What follows belongs to an exercise in optimizing a design on an open flow for small area, a short achievable clock period and few clock cycles per item; a production flow would make more cautious choices. No functional check of the RTL was part of any run shown here. Power figures rest on the tool's default switching activity, not on a simulated workload.

==> flow/design.v, too long to show whole: its modules and the start of the top module <==
// module scmcv_ram: 28 lines
// module scene_morph_cv_engine_core: 1307 lines
// module scmcv_top: 65 lines
module scmcv_top (
   input  logic        clock,
   input  logic        reset,
   input  logic        start,
   output logic        busy,
   input  logic [1:0]  req_cmd,
   input  logic [15:0] req_target_cv,
   input  logic [3:0]  req_target_knob,
   input  logic [15:0] req_current_cv,
   input  logic [3:0]  req_current_knob,
   input  logic [15:0] req_morph_cv,
   input  logic [14:0] req_morph_knob,
   input  logic [15:0] req_type_buttons,
   input  logic [15:0] req_focus_mask,
   input  logic [3:0]  req_scene_slot,
   input  logic [3:0]  req_channel_slot,
   input  logic [14:0] req_write_value,
   output logic        rsp_strobe,
   output logic [3:0]  rsp_channel,
   output logic [15:0] rsp_cv_out,
   output logic        rsp_type_light,
   output logic        rsp_last,
   input  logic        psel,
   input  logic        penable,
   input  logic        pwrite,
   input  logic [2:0]  paddr,
   input  logic [31:0] pwdata,
   output logic [31:0] prdata,
   output logic        pready
);
  // ...
==> flow/flow/run.sh <==
#!/bin/bash
# ORFS layout: the standard synthesis, then the standard steps with a setup
# margin (timing repair keeps working below the period) and larger clock-sink clusters.
set -euo pipefail
bash standard.sh synth > synth.log 2>&1
bash standard.sh SETUP_SLACK_MARGIN=8.0 CTS_BUF_LIST=sky130_fd_sc_hd__clkbuf_16 CTS_CLUSTER_SIZE=20 CTS_CLUSTER_DIAMETER=60 finish > layout.log 2>&1
==> flow/standard.sh <==
#!/bin/bash
# synth_recipe.tcl (not shown) runs the flow's synth.tcl, then flattens the netlist and writes it again
# the make line also repeats each setting of config.mk as NAME=value (left out here)
make -C /OpenROAD-flow-scripts/flow DESIGN_CONFIG=/design/flow/config.mk WORK_HOME=/design/flow/orfs CLKGATE_MAP_FILE= SYNTH_SCRIPT=/design/flow/synth_recipe.tcl "${@:-finish}"
==> flow/config.mk <==
export PLATFORM = sky130hd
export DESIGN_NAME = scmcv_top
export DESIGN_NICKNAME = scmcv_top
export VERILOG_FILES = /design/flow/design.v
export SDC_FILE = /design/flow/constraint.sdc
export NUM_CORES = 4
export LEC_CHECK = 0
export CAP_MARGIN = 20
export CORE_MARGIN = 2
export CORE_UTILIZATION = 35
export PLACE_DENSITY = 0.55
export SLEW_MARGIN = 20
export SYNTH_MEMORY_MAX_BITS = 16384
==> flow/constraint.sdc <==
create_clock -name core_clock -period 12.0 [get_ports {clock}]
set_input_delay 2.4000 -clock core_clock [delete_from_list [all_inputs] [get_ports {clock}]]
set_output_delay 2.4000 -clock core_clock [all_outputs]
set_load 0.01 [all_outputs]
==> run summary, run 1 <==
final instance area=between 100000 and 150000 µm²; post-route met1 wirelength=149000 µm; adder-cell share of the synthesized area=under 10%; multi-input combinational area share=roughly 22%; PD cells=between 150 and 200 nW/µm²; Total Routing Usage GR=between 10% and 20%; hpwl dp=197000 µm; global-route wire length before repair=496300 µm; final core occ=between 30% and 40%; count of plain and timing-repair buffers=roughly 370; EDFF count, synth=200; most frequent cells in the layout=dfxtp_1, a22oi_1, inv_1, nand4_1, clkbuf_16; Place WS=~6500 ps; Layout fillers=33809; Crit Path Class=flip-flop to flip-flop; Resized Gates After CTS=174; Routed Antenna Nets=0; Worst-Margin Slew=1142 ps; busiest grt layer=met2; WL met3=between 20000 and 25000 µm; number of max-cap violations=0; status=finished clean; Final Non-Filler Cells=~15000; worst hold margin=roughly 280 ps; Post-CTS Setup Inserts=44; final net count=10141; WP data required=12820 ps; io pins=roughly 230; Clock Power=approximately 9.7 mW; Post-Synth Simple-Gate Area=roughly 4.2%; CTS tree=done; Detailed Route Iter0 Violations=roughly 6500; Hold EP=u_core.u_store.g_row[1].q[67]$_DFF_P_
==> module scmcv_ram, before the edit <==
module scmcv_ram #(
   parameter int ROWS = 17,
   parameter int CH   = 16,
   parameter int W    = 15,
   parameter int TAPS = 4
) (
   input  logic                 clock,
   input  logic [ROWS-1:0]      ins_row,
   input  logic [W-1:0]         ins_data,
   input  logic [TAPS-1:0]      tap_oh,
   output logic [ROWS*W-1:0]    tap_data
);
   localparam int STEP = CH / TAPS;
   for (genvar r = 0; r < ROWS; r++) begin : g_row
      logic [CH*W-1:0] q;
      always_ff @(posedge clock) begin
         q <= {ins_row[r] ? ins_data : q[W-1:0], q[CH*W-1:W]};
      end
      logic [W-1:0] t;
      always_comb begin
         t = '0;
         for (int k = 0; k < TAPS; k++) begin
            t = t | ({W{tap_oh[k]}} & q[k*STEP*W +: W]);
         end
      end
      assign tap_data[r*W +: W] = t;
   end
endmodule
==> run 2, diff against run 1 <==
--- a/flow/design.v
+++ b/flow/design.v
@@ -36,30 +36,30 @@
    parameter int ROWS = 17,
    parameter int CH   = 16,
    parameter int W    = 15,
    parameter int TAPS = 4
 ) (
    input  logic                 clock,
    input  logic [ROWS-1:0]      ins_row,
    input  logic [W-1:0]         ins_data,
-   input  logic [TAPS-1:0]      tap_oh,
+   input  logic [ROWS*TAPS-1:0] tap_sel,
    output logic [ROWS*W-1:0]    tap_data
 );
    localparam int STEP = CH / TAPS;
    for (genvar r = 0; r < ROWS; r++) begin : g_row
       logic [CH*W-1:0] q;
       always_ff @(posedge clock) begin
          q <= {ins_row[r] ? ins_data : q[W-1:0], q[CH*W-1:W]};
       end
       logic [W-1:0] t;
       always_comb begin
          t = '0;
          for (int k = 0; k < TAPS; k++) begin
-            t = t | ({W{tap_oh[k]}} & q[k*STEP*W +: W]);
+            t = t | ({W{tap_sel[r*TAPS+k]}} & q[k*STEP*W +: W]);
          end
       end
       assign tap_data[r*W +: W] = t;
    end
 endmodule
 import scmcv_pkg::*;
 module scene_morph_cv_engine_core (
    input  logic        clock,
@@ -99,29 +99,33 @@
          else              sel_oh[i] = (t == 6'(24 + i));
       end
    endfunction
    function automatic logic [3:0] sel_bin(input logic [5:0] t);
       if (t < 6'd24)      sel_bin = 4'd0;
       else if (t > 6'd39) sel_bin = 4'd15;
       else                sel_bin = {~t[3], t[2:0]};
    endfunction
-   logic [17:0] ct_sa, ct_sb, tt_sa, tt_sb;
-   logic [17:0] ct_s, tt_s;
-   assign ct_s = ct_sa + ct_sb;
-   assign tt_s = tt_sa + tt_sb;
+   function automatic logic [5:0] sel_t(input logic [15:0] cv, input logic [3:0] knob);
+      logic [1:0] c;
+      c = 2'(cv[11:0] >= 12'd1366) + 2'(cv[11:0] >= 12'd2731);
+      sel_t = 6'(3 * $signed({{2{cv[15]}}, cv[15:12]}) + 24) + {2'b00, knob} + {4'b0000, c};
+   endfunction
+   logic [5:0] ct_t, tt_t;
+   assign ct_t = sel_t(req_payload.current_cv, req_payload.current_knob);
+   assign tt_t = sel_t(req_payload.target_cv, req_payload.target_knob);
    assign busy = busy_ff;
    assign acc  = start & ~busy_ff;
    always_ff @(posedge clock) begin
       if (!busy_ff) begin
          rq_cmd   <= req_payload.cmd;
-         rq_tgt_oh <= sel_oh(tt_s[17:12]);
-         rq_cur_oh <= sel_oh(ct_s[17:12]);
-         rq_tgt    <= sel_bin(tt_s[17:12]);
-         rq_cur    <= sel_bin(ct_s[17:12]);
+         rq_tgt_oh <= sel_oh(tt_t);
+         rq_cur_oh <= sel_oh(ct_t);
+         rq_tgt    <= sel_bin(tt_t);
+         rq_cur    <= sel_bin(ct_t);
          rq_mcv    <= req_payload.morph_cv;
          rq_mknob  <= req_payload.morph_knob;
          rq_btn   <= req_payload.type_buttons;
          rq_focus <= req_payload.focus_mask;
          rq_sslot <= req_payload.scene_slot;
          rq_cslot <= req_payload.channel_slot;
          rq_wval  <= req_payload.write_value;
       end
@@ -138,18 +142,21 @@
       end
       prd_ff <= (paddr[2] == REG_BIPOLAR) & bipolar_ff;
    end
    logic        clr_ff;
    logic [3:0]  clr_cnt;
    logic [3:0]  ph;            
    logic [3:0]  pos;           
    logic [3:0]  c_rd;          
-   logic [TAPS-1:0] tap_oh;
    logic        aligned;
+   localparam int NG = 6;
+   logic [3:0]      pos_g [NG];
+   logic [TAPS-1:0] tap_g [NG];
+   logic [ROWS*TAPS-1:0] tap_sel;
    logic        reading_ff, wait_ff;
    logic [15:0] flags_ff, prev_ff;
    logic        tick_start;
    logic        rd_en;
    logic        wr_go;
    logic        tick_in, wr_in;
    assign tick_start = acc_ff && (rq_cmd == CMD_TICK);
    assign wr_go      = acc_ff && ((rq_cmd == CMD_SCENE) || (rq_cmd == CMD_MANUAL));
@@ -229,37 +236,39 @@
       .ROWS (ROWS),
       .CH   (16),
       .W    (15),
       .TAPS (TAPS)
    ) u_store (
       .clock    (clock),
       .ins_row  (ins_row),
       .ins_data (ins_data),
-      .tap_oh   (tap_oh),
+      .tap_sel  (tap_sel),
       .tap_data (tap_data)
    );
    logic signed [16:0] msum;
    logic [15:0] mcl;
    logic [16:0] mx;
    logic        mfull;
+   logic        mfull_ff;
    logic [7:0]  bd_one, bd_two, bd_neg;
    assign msum  = {rq_mcv[15], rq_mcv} + $signed({2'b00, rq_mknob});
    assign mfull = (msum >= $signed({2'b00, FULL_MORPH}));
    always_comb begin
       if (msum < 17'sd0) begin
          mcl = 16'd0;
       end else if (mfull) begin
          mcl = {1'b0, FULL_MORPH};
       end else begin
          mcl = {1'b0, msum[14:0]};
       end
    end
    assign mx = {mcl, 1'b0};
    always_ff @(posedge clock) begin
+      mfull_ff <= mfull;
       for (int i = 0; i < 8; i++) begin
          bd_one[i] <= mx[2*i+1] ^ mx[2*i];
          bd_two[i] <= (mx[2*i+2] & ~mx[2*i+1] & ~mx[2*i]) | (~mx[2*i+2] & mx[2*i+1] & mx[2*i]);
          bd_neg[i] <= mx[2*i+2] & ~(mx[2*i+1] & mx[2*i]);
       end
    end
    logic [14:0] a_ring, b_ring, m_ring;
    logic [14:0] a_rd;
@@ -295,17 +304,17 @@
    logic [15:0] d2;
    logic [17:0] a52;
    logic [7:0]  g_one, g_two, g_neg;
    logic        morph2, full2;
    logic [MUL_BITS-1:0] mul_st, mul_r;
    assign d2  = {1'b0, b1} - {1'b0, a1};
    assign a52 = {1'b0, a1, 2'b00} + {3'b000, a1};
    assign morph2 = !foc1 && !fl1;
-   assign full2  = !foc1 && fl1 && mfull;
+   assign full2  = !foc1 && fl1 && mfull_ff;
    always_comb begin
       for (int i = 0; i < 8; i++) begin
          g_one[i] = morph2 & bd_one[i];
          g_two[i] = morph2 & bd_two[i];
          g_neg[i] = morph2 & bd_neg[i];
       end
       g_one[6] = g_one[6] | full2;
       g_one[7] = g_one[7] | full2;
@@ -1173,120 +1182,16 @@
    assign div_sa[30] = dt_w221;
    assign div_sb[30] = dt_w222;
    assign div_sa[31] = dt_w223;
    assign div_sb[31] = dt_w224;
    assign div_sa[32] = dt_w225;
    assign div_sb[32] = dt_w226;
    assign div_sa[33] = dt_w227;
    assign div_sb[33] = 1'b1;
-   wire ct_w0 = req_payload.current_cv[15] ^ req_payload.current_cv[14];
-   wire ct_w1 = req_payload.current_cv[15] & req_payload.current_cv[14];
-   wire ct_w2 = req_payload.current_cv[15] ^ req_payload.current_cv[15];
-   wire ct_w3 = req_payload.current_cv[15] & req_payload.current_cv[15];
-   wire ct_w4 = req_payload.current_cv[12] ^ req_payload.current_cv[11];
-   wire ct_w5 = req_payload.current_cv[12] & req_payload.current_cv[11];
-   wire ct_w6 = req_payload.current_cv[13] ^ req_payload.current_cv[12] ^ req_payload.current_knob[1];
-   wire ct_w7 = (req_payload.current_cv[13] & req_payload.current_cv[12]) | (req_payload.current_knob[1] & (req_payload.current_cv[13] ^ req_payload.current_cv[12]));
-   wire ct_w8 = req_payload.current_cv[14] ^ req_payload.current_cv[13] ^ req_payload.current_knob[2];
-   wire ct_w9 = (req_payload.current_cv[14] & req_payload.current_cv[13]) | (req_payload.current_knob[2] & (req_payload.current_cv[14] ^ req_payload.current_cv[13]));
-   wire ct_w10 = req_payload.current_knob[3] ^ 1'b1 ^ ct_w0;
-   wire ct_w11 = (req_payload.current_knob[3] & 1'b1) | (ct_w0 & (req_payload.current_knob[3] ^ 1'b1));
-   wire ct_w12 = ct_w1 ^ 1'b1 ^ ct_w2;
-   wire ct_w13 = (ct_w1 & 1'b1) | (ct_w2 & (ct_w1 ^ 1'b1));
-   wire ct_w14 = ct_w3 ^ req_payload.current_cv[15] ^ req_payload.current_cv[15];
-   wire ct_w15 = (ct_w3 & req_payload.current_cv[15]) | (req_payload.current_cv[15] & (ct_w3 ^ req_payload.current_cv[15]));
-   assign ct_sa[0] = req_payload.current_cv[0];
-   assign ct_sb[0] = 1'b0;
-   assign ct_sa[1] = req_payload.current_cv[1];
-   assign ct_sb[1] = req_payload.current_cv[0];
-   assign ct_sa[2] = req_payload.current_cv[2];
-   assign ct_sb[2] = req_payload.current_cv[1];
-   assign ct_sa[3] = req_payload.current_cv[3];
-   assign ct_sb[3] = req_payload.current_cv[2];
-   assign ct_sa[4] = req_payload.current_cv[4];
-   assign ct_sb[4] = req_payload.current_cv[3];
-   assign ct_sa[5] = req_payload.current_cv[5];
-   assign ct_sb[5] = req_payload.current_cv[4];
-   assign ct_sa[6] = req_payload.current_cv[6];
-   assign ct_sb[6] = req_payload.current_cv[5];
-   assign ct_sa[7] = req_payload.current_cv[7];
-   assign ct_sb[7] = req_payload.current_cv[6];
-   assign ct_sa[8] = req_payload.current_cv[8];
-   assign ct_sb[8] = req_payload.current_cv[7];
-   assign ct_sa[9] = req_payload.current_cv[9];
-   assign ct_sb[9] = req_payload.current_cv[8];
-   assign ct_sa[10] = req_payload.current_cv[10];
-   assign ct_sb[10] = req_payload.current_cv[9];
-   assign ct_sa[11] = req_payload.current_cv[11];
-   assign ct_sb[11] = req_payload.current_cv[10];
-   assign ct_sa[12] = req_payload.current_knob[0];
-   assign ct_sb[12] = ct_w4;
-   assign ct_sa[13] = ct_w5;
-   assign ct_sb[13] = ct_w6;
-   assign ct_sa[14] = ct_w7;
-   assign ct_sb[14] = ct_w8;
-   assign ct_sa[15] = ct_w9;
-   assign ct_sb[15] = ct_w10;
-   assign ct_sa[16] = ct_w11;
-   assign ct_sb[16] = ct_w12;
-   assign ct_sa[17] = ct_w13;
-   assign ct_sb[17] = ct_w14;
-   wire tt_w0 = req_payload.target_cv[15] ^ req_payload.target_cv[14];
-   wire tt_w1 = req_payload.target_cv[15] & req_payload.target_cv[14];
-   wire tt_w2 = req_payload.target_cv[15] ^ req_payload.target_cv[15];
-   wire tt_w3 = req_payload.target_cv[15] & req_payload.target_cv[15];
-   wire tt_w4 = req_payload.target_cv[12] ^ req_payload.target_cv[11];
-   wire tt_w5 = req_payload.target_cv[12] & req_payload.target_cv[11];
-   wire tt_w6 = req_payload.target_cv[13] ^ req_payload.target_cv[12] ^ req_payload.target_knob[1];
-   wire tt_w7 = (req_payload.target_cv[13] & req_payload.target_cv[12]) | (req_payload.target_knob[1] & (req_payload.target_cv[13] ^ req_payload.target_cv[12]));
-   wire tt_w8 = req_payload.target_cv[14] ^ req_payload.target_cv[13] ^ req_payload.target_knob[2];
-   wire tt_w9 = (req_payload.target_cv[14] & req_payload.target_cv[13]) | (req_payload.target_knob[2] & (req_payload.target_cv[14] ^ req_payload.target_cv[13]));
-   wire tt_w10 = req_payload.target_knob[3] ^ 1'b1 ^ tt_w0;
-   wire tt_w11 = (req_payload.target_knob[3] & 1'b1) | (tt_w0 & (req_payload.target_knob[3] ^ 1'b1));
-   wire tt_w12 = tt_w1 ^ 1'b1 ^ tt_w2;
-   wire tt_w13 = (tt_w1 & 1'b1) | (tt_w2 & (tt_w1 ^ 1'b1));
-   wire tt_w14 = tt_w3 ^ req_payload.target_cv[15] ^ req_payload.target_cv[15];
-   wire tt_w15 = (tt_w3 & req_payload.target_cv[15]) | (req_payload.target_cv[15] & (tt_w3 ^ req_payload.target_cv[15]));
-   assign tt_sa[0] = req_payload.target_cv[0];
-   assign tt_sb[0] = 1'b0;
-   assign tt_sa[1] = req_payload.target_cv[1];
-   assign tt_sb[1] = req_payload.target_cv[0];
-   assign tt_sa[2] = req_payload.target_cv[2];
-   assign tt_sb[2] = req_payload.target_cv[1];
-   assign tt_sa[3] = req_payload.target_cv[3];
-   assign tt_sb[3] = req_payload.target_cv[2];
-   assign tt_sa[4] = req_payload.target_cv[4];
-   assign tt_sb[4] = req_payload.target_cv[3];
-   assign tt_sa[5] = req_payload.target_cv[5];
-   assign tt_sb[5] = req_payload.target_cv[4];
-   assign tt_sa[6] = req_payload.target_cv[6];
-   assign tt_sb[6] = req_payload.target_cv[5];
-   assign tt_sa[7] = req_payload.target_cv[7];
-   assign tt_sb[7] = req_payload.target_cv[6];
-   assign tt_sa[8] = req_payload.target_cv[8];
-   assign tt_sb[8] = req_payload.target_cv[7];
-   assign tt_sa[9] = req_payload.target_cv[9];
-   assign tt_sb[9] = req_payload.target_cv[8];
-   assign tt_sa[10] = req_payload.target_cv[10];
-   assign tt_sb[10] = req_payload.target_cv[9];
-   assign tt_sa[11] = req_payload.target_cv[11];
-   assign tt_sb[11] = req_payload.target_cv[10];
-   assign tt_sa[12] = req_payload.target_knob[0];
-   assign tt_sb[12] = tt_w4;
-   assign tt_sa[13] = tt_w5;
-   assign tt_sb[13] = tt_w6;
-   assign tt_sa[14] = tt_w7;
-   assign tt_sb[14] = tt_w8;
-   assign tt_sa[15] = tt_w9;
-   assign tt_sb[15] = tt_w10;
-   assign tt_sa[16] = tt_w11;
-   assign tt_sb[16] = tt_w12;
-   assign tt_sa[17] = tt_w13;
-   assign tt_sb[17] = tt_w14;
    always_ff @(posedge clock) begin
       a1      <= a_rd;
       b1      <= b_ring;
       foc1    <= foc;
       fl1     <= fl_rd;
       c1      <= c_rd;
       last1   <= (c_rd == 4'd15);
       mul_r   <= mul_st;
@@ -1308,16 +1213,34 @@
       c5      <= c4;
       last5   <= last4;
    end
    assign rsp_strobe             = p5;
    assign rsp_payload.channel    = c5;
    assign rsp_payload.cv_out     = out6;
    assign rsp_payload.type_light = fl5;
    assign rsp_payload.last       = last5;
+   always_ff @(posedge clock) begin
+      for (int g = 0; g < NG; g++) begin
+         logic [3:0] pn;
+         pn = rd_en ? pos_g[g] : pos_g[g] - 4'd1;
+         if (reset) begin
+            pos_g[g] <= 4'd0;
+            tap_g[g] <= TAPS'(1);
+         end else begin
+            pos_g[g] <= pn;
+            tap_g[g] <= TAPS'(1) << pn[3:1];
+         end
+      end
+   end
+   always_comb begin
+      for (int r = 0; r < ROWS; r++) begin
+         tap_sel[r*TAPS +: TAPS] = tap_g[r / 3];
+      end
+   end
    logic [3:0] pos_next;
    logic       clr_next;
    logic       busy_next;
    assign pos_next = rd_en ? pos : pos - 4'd1;
    assign clr_next = reset || (clr_ff && (clr_cnt != 4'd15));
    always_comb begin
       busy_next = clr_next || tick_in
                || ((tick_start || wait_ff) && !aligned)
@@ -1328,17 +1251,16 @@
       if (reset) begin
          busy_ff    <= 1'b1;
          acc_ff     <= 1'b0;
          clr_ff     <= 1'b1;
          clr_cnt    <= 4'd0;
          ph         <= 4'd0;
          pos        <= 4'd0;
          c_rd       <= 4'd0;
-         tap_oh     <= TAPS'(1);
          aligned    <= 1'b1;
          reading_ff <= 1'b0;
          wait_ff    <= 1'b0;
          flags_ff   <= 16'd0;
          prev_ff    <= 16'd0;
          p1         <= 1'b0;
          p2         <= 1'b0;
          p3         <= 1'b0;
@@ -1347,17 +1269,16 @@
       end else begin
          busy_ff    <= busy_next;
          acc_ff     <= acc;
          clr_ff     <= clr_next;
          clr_cnt    <= clr_ff ? clr_cnt + 4'd1 : 4'd0;
          ph         <= ph + 4'd1;
          pos        <= pos_next;
          c_rd       <= rd_en ? c_rd + 4'd1 : c_rd;
-         tap_oh     <= TAPS'(1) << pos_next[3:1];
          aligned    <= (pos_next[0] == 1'b0);
          reading_ff <= rd_en && (c_rd != 4'd15);
          wait_ff    <= (tick_start || wait_ff) && !aligned;
          if (tick_start) begin
             flags_ff <= flags_new;
             prev_ff  <= rq_btn;
          end
          p1         <= rd_en;
==> run 2 against run 1 <==
  * Still clean on timing, DRC and antenna
  * Fmax down 12%
  * Via count increased by 0.11%
  * Synthesized area rose by 1.5%
  * Critical endpoint is now u_core.rq_tgt[2]$_SDFFCE_PP0N_
==> run summary, run 2 <==
status=finished clean; hold crit path type=flip-flop to flip-flop; Worst-path clk slew=~80 ps; global-route wire length before repair=512400 µm (+3.3%); antenna violations before repair=25; Total Routing Usage GR=18.06% (+0.42 points); ys async rst share=0%; Final Hold Fails=0; Mean Syn Cell Area=between 10 and 15 µm²; top-count cell post-synth=dfxtp_1; crit-path max FO=4; number of max-cap violations=0 (unchanged); Wirelength per Cell=about 24 µm; fmax=0.2098 GHz; io pins=226 (unchanged); CTS tree=done; Crit Path Class=primary input to flip-flop; die height=around 620 µm; number of global-route vias before repair=between 70000 and 80000; Final setup viols=0; Remaining DRCs=0; Overflow after GRT=0; gpl congestion=about 0.93; Regs by FF count=u_core.u_store.g_row.q (4080), u_core.mul_r (109), u_core.tap_g (48); Detailed Route Iter0 Violations=6093 (-6.5%); WP data required=12660 ps (-160 ps); Max clock buf depth=4; max reg flops=approximately 4000; PD cells=185.2 nW/µm² (+3.8%); Initial DRT Pass Iterations=13; YS warnings=7; commonest non-fill, non-tap cell in the layout=dfxtp_1; Synth area leaders=dfxtp_1, a22oi_1, edfxtp_1; most frequent cells in the layout=dfxtp_1, a22oi_1, inv_1, nand4_1, clkbuf_16; area share of the largest cell type after synthesis=approximately two thirds; WP buf/inv=6; Main synth FF type=dfxtp_1; Relative slew margins=between 20% and 30%; RSZ-0062 raised after global routing=true; Cells after Synth=9546; CP endpoint kind=flip-flop; EDFF count, synth=200 (unchanged); fin crit share=39.72%; worst setup margin=slightly above 7000 ps; Startpoint Class=primary input; max incr delay on CP=about 610 ps; largest net degree at the start of global routing=88; Slowest cell on crit path=fa_2; Setup Skew=69.65 ps; core area=372500 µm²; top cell type by total area after synthesis=dfxtp_1; Syn-to-layout area delta=13.60%; Commonest cells post-synth=dfxtp_1, a22oi_1, inv_1; Root Buffer=clkbuf_16; Lkg Pwr=57.07 nW; CTS buffer count=slightly above 300; mapped cell area=between 100000 and 150000 µm²; htree depth=5; Yosys reg bits=4673; count of cell types in the netlist=97; Rows=around 220; Initial Util=between 30% and 40%; clock sinks=between 4000 and 5000; CP delay by family, top=adder cells; Worst-Margin Slew=1086 ps (-55.90 ps); die area=approximately 380000 µm²; Routed Antenna Nets=0 (unchanged); register name with the most flops=u_core.u_store.g_row.q; Place WS=5029 ps (-1457 ps); vias per cell=about 5; final net count=10275 (+1.3%); die width=616.0 µm; Crit path arrival time=5430 ps; Layout fillers=34339 (+1.6%); VDD IR max=0.0001320 V; hpwl dp=226200 µm (+15%); Final Max Slew Viols=0; critical path, cell by cell=clkdlybuf4s15_2 > o21ai_2 > fa_2 > inv_2 > ha_4 > ha_4 > inv_2 > fa_2 > inv_2 > a21o_1 > a21oi_4 > xnor2_4 > buf_12 > buf_8 > nand2b_4 > a21boi_1; fin crit period=about 4800 ps; share of the yosys chip area belonging to registers=roughly 73%; WL final=about 350000 µm; setup TNS=0 ps; proportion of layout cells with a drive suffix above 1=11.20%; Most common cell on crit path=inv_2; Port Buf Inserts=160; Vias=about 73000; worst-skew pair later-pin latency=around 950 ps; total power draw=roughly 28 mW
[run 2: repair_timing]
item | in CTS | in global routing
hold buffers | 0 | 0
setup endpoints to repair | 122 | 65
gates resized for setup | 175 | 88
pin swaps | 45 | 52
gates cloned | 1 | 3
buffers inserted | 23 | 16
[run 2: where the power goes]
part	leakage (nW)	internal, mW	switching, mW
sequential	37.9	15.7	0.280
combinational	14.3	0.385	0.619
clock	4.83	5.28	5.33
[run 2: kinds of logic after synthesis]
group | synth area share [%]
AO/OA/AOI/OAI | 10.42
XOR/XNOR | 1.830
adder cells (fa/ha/maj) | 4.881
buffers and inverters | 2.734
flip-flops | 72.88
multiplexers | 2.710
other | 0.005728
AND/OR/NAND/NOR | 4.532
[run 2: per-layer routing]
metal / vias to the layer above / GRT usage [%] / part of all wire, %
met5: - / 0 / 0.0077
li1: 33563 / - / -
met4: 4 / 8.463 / 5.2
met3: 672 / 3.397 / 6.3
met2: 2270 / 28.84 / 45
met1: 36630 / 23.63 / 43
[run 2: layout make-up]
class | count | area, µm² | area share [%]
sequential | 4673 | 95710 | 64.27
tap | 4972 | 6221 | 4.177
multi-input combinational | 4015 | 32950 | 22.12
clock inverter | 160 | 1822 | 1.223
timing repair buffer | 303 | 2789 | 1.873
antenna | 11 | 27.53 | 0.01848
inverter | 419 | 1580 | 1.061
clock buffer | 313 | 7833 | 5.259
[run 2: worst paths after layout]
path	startpoint	end	slack, ps	cells after the start
setup / recovery	req_target_cv[11]	u_core.rq_tgt[2]$_SDFFCE_PP0N_	7230	16
hold / removal	u_core.u_store.g_row[5].q[225]$_DFF_P_	u_core.u_store.g_row[5].q[210]$_DFF_P_	290	0
setup reg to reg	u_core.a1[0]$_DFF_P_	u_core.mul_r[70]$_DFF_P_	8120	15
hold reg to reg	u_core.u_store.g_row[5].q[225]$_DFF_P_	u_core.u_store.g_row[5].q[210]$_DFF_P_	290	0
[run 2: metrics by stage]
stage	cells	utilization (%)	cell area (µm²)	hold slack, ps
after CTS	14835	39.84	148400	292.0
after global routing	14857	39.98	148900	294.5
final	14866	39.98	148900	290.1
after floorplan	9576	-	131300	309.6
after global placement	14337	37.09	138200	309.7
after detailed placement	14338	37.10	138200	312.1
==> run 3, diff against run 2 <==
==> flow/flow/run.sh (replaced) <==
#!/bin/bash
# ORFS layout: the standard synthesis, then the standard steps with a setup
# margin (timing repair keeps working below the period) and larger clock-sink clusters.
set -euo pipefail
bash standard.sh synth > synth.log 2>&1
bash standard.sh SETUP_SLACK_MARGIN=8.0 CTS_BUF_LIST=sky130_fd_sc_hd__clkbuf_16 CTS_CLUSTER_SIZE=28 CTS_CLUSTER_DIAMETER=80 finish > layout.log 2>&1
==> run 3 against run 2 <==
  * Still clean on timing, DRC and antenna
  * Via count fell by 1.2%
  * Sequential power barely moved
  * Register-to-register slack improved by 20 ps
  * Synthesized area did not move
  * Wire length fell by 0.84%
  * Largest power group unchanged
==> run summary, run 3 <==
status=finished clean; worst setup margin=7151 ps (-82.46 ps); Worst Setup EP=u_core.rq_tgt[2]$_SDFFCE_PP0N_; register area=95710 µm² (unchanged); vias per cell=4.931 (+0.23%); gpl congestion=0.9262 (unchanged); Final Non-Filler Cells=14653 (-1.4%); htree depth=4 (-1); Crit Path Class=primary input to flip-flop; PD cells=172.3 nW/µm² (-7.0%); number of max-cap violations=0 (unchanged); Mean Syn Cell Area=13.73 µm² (unchanged); WP data required=12680 ps (+20 ps); crit-path max FO=4 (unchanged); die height=616.0 µm (unchanged); Compound-Gate Fraction of Synth Area=10.42% (unchanged); Remaining DRCs=0 (unchanged); placed cell areas=138200 µm² (unchanged); Post-Synth Simple-Gate Area=4.532% (unchanged); Initial DRT Pass Iterations=7 (-6); final instance area=145100 µm² (-2.6%); number of global-route vias before repair=73680 (-1.8%); RSZ-0062 raised after global routing=true; Cells after Synth=9546 (unchanged); Regs by FF count=u_core.u_store.g_row.q (4080), u_core.mul_r (109), u_core.tap_g (48); Root Buffer=clkbuf_16; mapped cell area=131100 µm² (unchanged); adder-cell share of the synthesized area=4.881% (unchanged); Syn-to-layout area delta=10.69%; CTS tree=done; commonest non-fill, non-tap cell in the layout=dfxtp_1; Port Buf Inserts=160 (unchanged); Final setup viols=0 (unchanged); fmax=0.2062 GHz (-1.7%); VDD IR max=0.0001188 V (-10%); Lkg Pwr=55.13 nW (-3.4%); YS warnings=7 (unchanged); placed insts=14338 (unchanged); antenna violations before repair=26 (+4.0%); Final Max Slew Viols=0 (unchanged); hpwl dp=226200 µm (unchanged); WL final=349700 µm (-0.84%); launching point of the worst reg2reg path=u_core.a1[1]$_DFF_P_; Routed Antenna Nets=0 (unchanged); largest family of logic cells by synthesized area=compound AO/OA/AOI/OAI gates; Setup Skew=128.1 ps (+58.47 ps); Max clock buf depth=4 (unchanged); Wirelength per Cell=23.87 µm (+0.60%); most frequent cells in the layout=dfxtp_1, a22oi_1, inv_1, nand4_1, nor2_1; Commonest cells post-synth=dfxtp_1, a22oi_1, inv_1; Startpoint Class=primary input; worst-skew pair later-pin latency=980 ps (+30 ps); Detailed Route Iter0 Violations=6020 (-1.2%); io pins=226 (unchanged); final net count=10163 (-1.1%); register name with the most flops=u_core.u_store.g_row.q; Worst-path clk slew=100 ps (+20 ps); Multi-input gate area=32920 µm² (about the same); top cell type by total area after synthesis=dfxtp_1; Place WS=5029 ps (unchanged); ys async rst share=0% (unchanged); Main synth FF type=dfxtp_1; count of cell types in the netlist=97 (unchanged); Relative slew margins=28.17% (+0.56 points); die width=616.0 µm (unchanged); EDFF count, synth=200 (unchanged); Synth area leaders=dfxtp_1, a22oi_1, edfxtp_1; Worst setup startpoint=req_target_cv[11]; Worst-Margin Slew=1077 ps (-8.329 ps); Total Routing Usage GR=17.88% (-0.17 points); Vias=72256 (-1.2%); setup TNS=0 ps (unchanged); FF-to-FF End=u_core.mul_r[66]$_DFF_P_; final core occ=38.96% (-1.0 points); hold crit path type=flip-flop to flip-flop; fin crit period=4849 ps (+82.46 ps); fin crit share=40.41% (+0.69 points); Crit path arrival time=5530 ps (+100 ps); max reg flops=4080 (unchanged); Layout fillers=34635 (+0.86%); die area=379500 µm² (unchanged); Overflow after GRT=0 (unchanged); Hold Path Origin=u_core.u_store.g_row[15].q[207]$_DFF_P_; Hold Buf Count CTS=0 (unchanged); area share of the largest cell type after synthesis=68.30% (unchanged); share of the yosys chip area belonging to registers=72.88% (unchanged); total power draw=25.00 mW (-9.4%); largest net degree at the start of global routing=88 (unchanged); Post-Synth XOR/XNOR Area=1.830% (unchanged); post-synthesis mux area share=2.710% (unchanged); CTS buffer count=203 (-34%); global-route wire length before repair=507000 µm (-1.1%); Final Hold Fails=0 (unchanged); CP endpoint kind=flip-flop; R2R Setup Slk=8140 ps (+20 ps); proportion of layout cells with a drive suffix above 1=9.500% (-1.7 points); clock sinks=4673 (unchanged); worst hold margin=227.8 ps (-62.24 ps); r2r worst-path depth=15 (unchanged); Rows=224 (unchanged); Yosys reg bits=4673 (unchanged); top-count cell post-synth=dfxtp_1; Initial Util=35.20% (unchanged); core area=372500 µm² (unchanged)
-- run 3: final cells by class --
class,count,area share (%)
Clock buffer,208,3.587
Multi-Input combinational cell,4015,22.69
Tap cell,4972,4.287
Inverter,419,1.089
Timing Repair Buffer,296,1.861
Antenna cell,7,0.01207
Clock inverter,63,0.5208
Sequential cell,4673,65.96
-- run 3: cell families (layout without fill, tap and decap cells) --
family                   Yosys count  count (layout)
AO/OA/AOI/OAI                   1854            1855
XOR/XNOR                         274             274
adder cells (fa/ha/maj)          386             386
buffers and inverters            889             986
flip-flops                      4673            4673
multiplexers                     315             315
other                              2              39
AND/OR/NAND/NOR                 1153            1153
-- run 3: worst min-delay path by stage --
stage / end / slack [ps] / cells after the start
after floorplan: u_core.c2[0]$_DFF_P_ / 310 / 0
after global placement: u_core.u_store.g_row[4].q[221]$_DFF_P_ / 310 / 0
after detailed placement: u_core.u_store.g_row[0].q[184]$_DFF_P_ / 310 / 0
after CTS: u_core.u_store.g_row[15].q[192]$_DFF_P_ / 250 / 0
after global routing: u_core.u_store.g_row[15].q[192]$_DFF_P_ / 250 / 0
final: u_core.u_store.g_row[15].q[192]$_DFF_P_ / 230 / 0
-- run 3: per-layer routing --
metal | up-vias | share of wire (%) | GRT usage, %
li1 | 33219 | - | -
met5 | - | 0.013 | 0
met1 | 36251 | 44 | 23.80
met4 | 6 | 5.1 | 8.311
met2 | 2190 | 45 | 28.40
met3 | 590 | 6.0 | 2.996
-- run 3: power breakdown --
group	internal (mW)	switching, mW	total (mW)
combinational	0.359	0.612	0.971
clock	3.31	4.75	8.06
sequential	15.7	0.279	16.0
-- run 3: critical path, stage by stage --
cell	delay, ps
clkdlybuf4s15_2	620
o21ai_2	150
fa_2	610
inv_2	40
ha_4	150
ha_4	150
inv_2	50
fa_2	190
inv_2	40
a21o_1	170
a21oi_4	200
xnor2_4	80
buf_6	140
buf_12	120
buf_8	130
nand2b_4	140
a21boi_1	120
-- run 3: timing repair --
| item | CTS | global route |
|---|---|---|
| buffers inserted | 23 | 10 |
| endpoints found under the setup margin | 122 | 64 |
| resized for setup | 179 | 82 |
| pin swaps | 46 | 54 |
| cloned | 1 | 2 |

## port drivers added, routing unchanged
The flow's constraints put no driver on any port. The routed layouts listed below were extracted and timed again, unchanged, in two steps. Step 1 (the two cells are an assumption about what drives the block):
set clk [get_ports {clock}]
set_driving_cell -lib_cell sky130_fd_sc_hd__clkbuf_16 $clk
set_driving_cell -lib_cell sky130_fd_sc_hd__buf_2 [delete_from_list [all_inputs] $clk]
Step 2 times the ports against the registers' clock, not the clock port: input delays grow and output delays shrink by t, the midpoint of the rising clock arrivals with the driver on. Slacks: no drivers / after step 1 / after step 2; pairs: no drivers / after step 1.
run	shift t [ns]	slack for setup (ns)	worst setup path after step 2	slew at the worst register clock pin (ns)	worst slew at a driven data input, ns
run 1	0.998	7.817 / 7.817 / 6.989	input to register	0.09 / 0.09	0.12
run 2	1.006	7.233 / 7.304 / 6.298	input to register	0.09 / 0.09	0.20
run 3	1.002	7.151 / 7.218 / 6.217	input to register	0.11 / 0.11	0.20
After both steps every run listed still meets setup and hold. The setup slack of run 2, which loses most, moves by +0.071 ns with the drivers and by -0.935 ns with both steps.
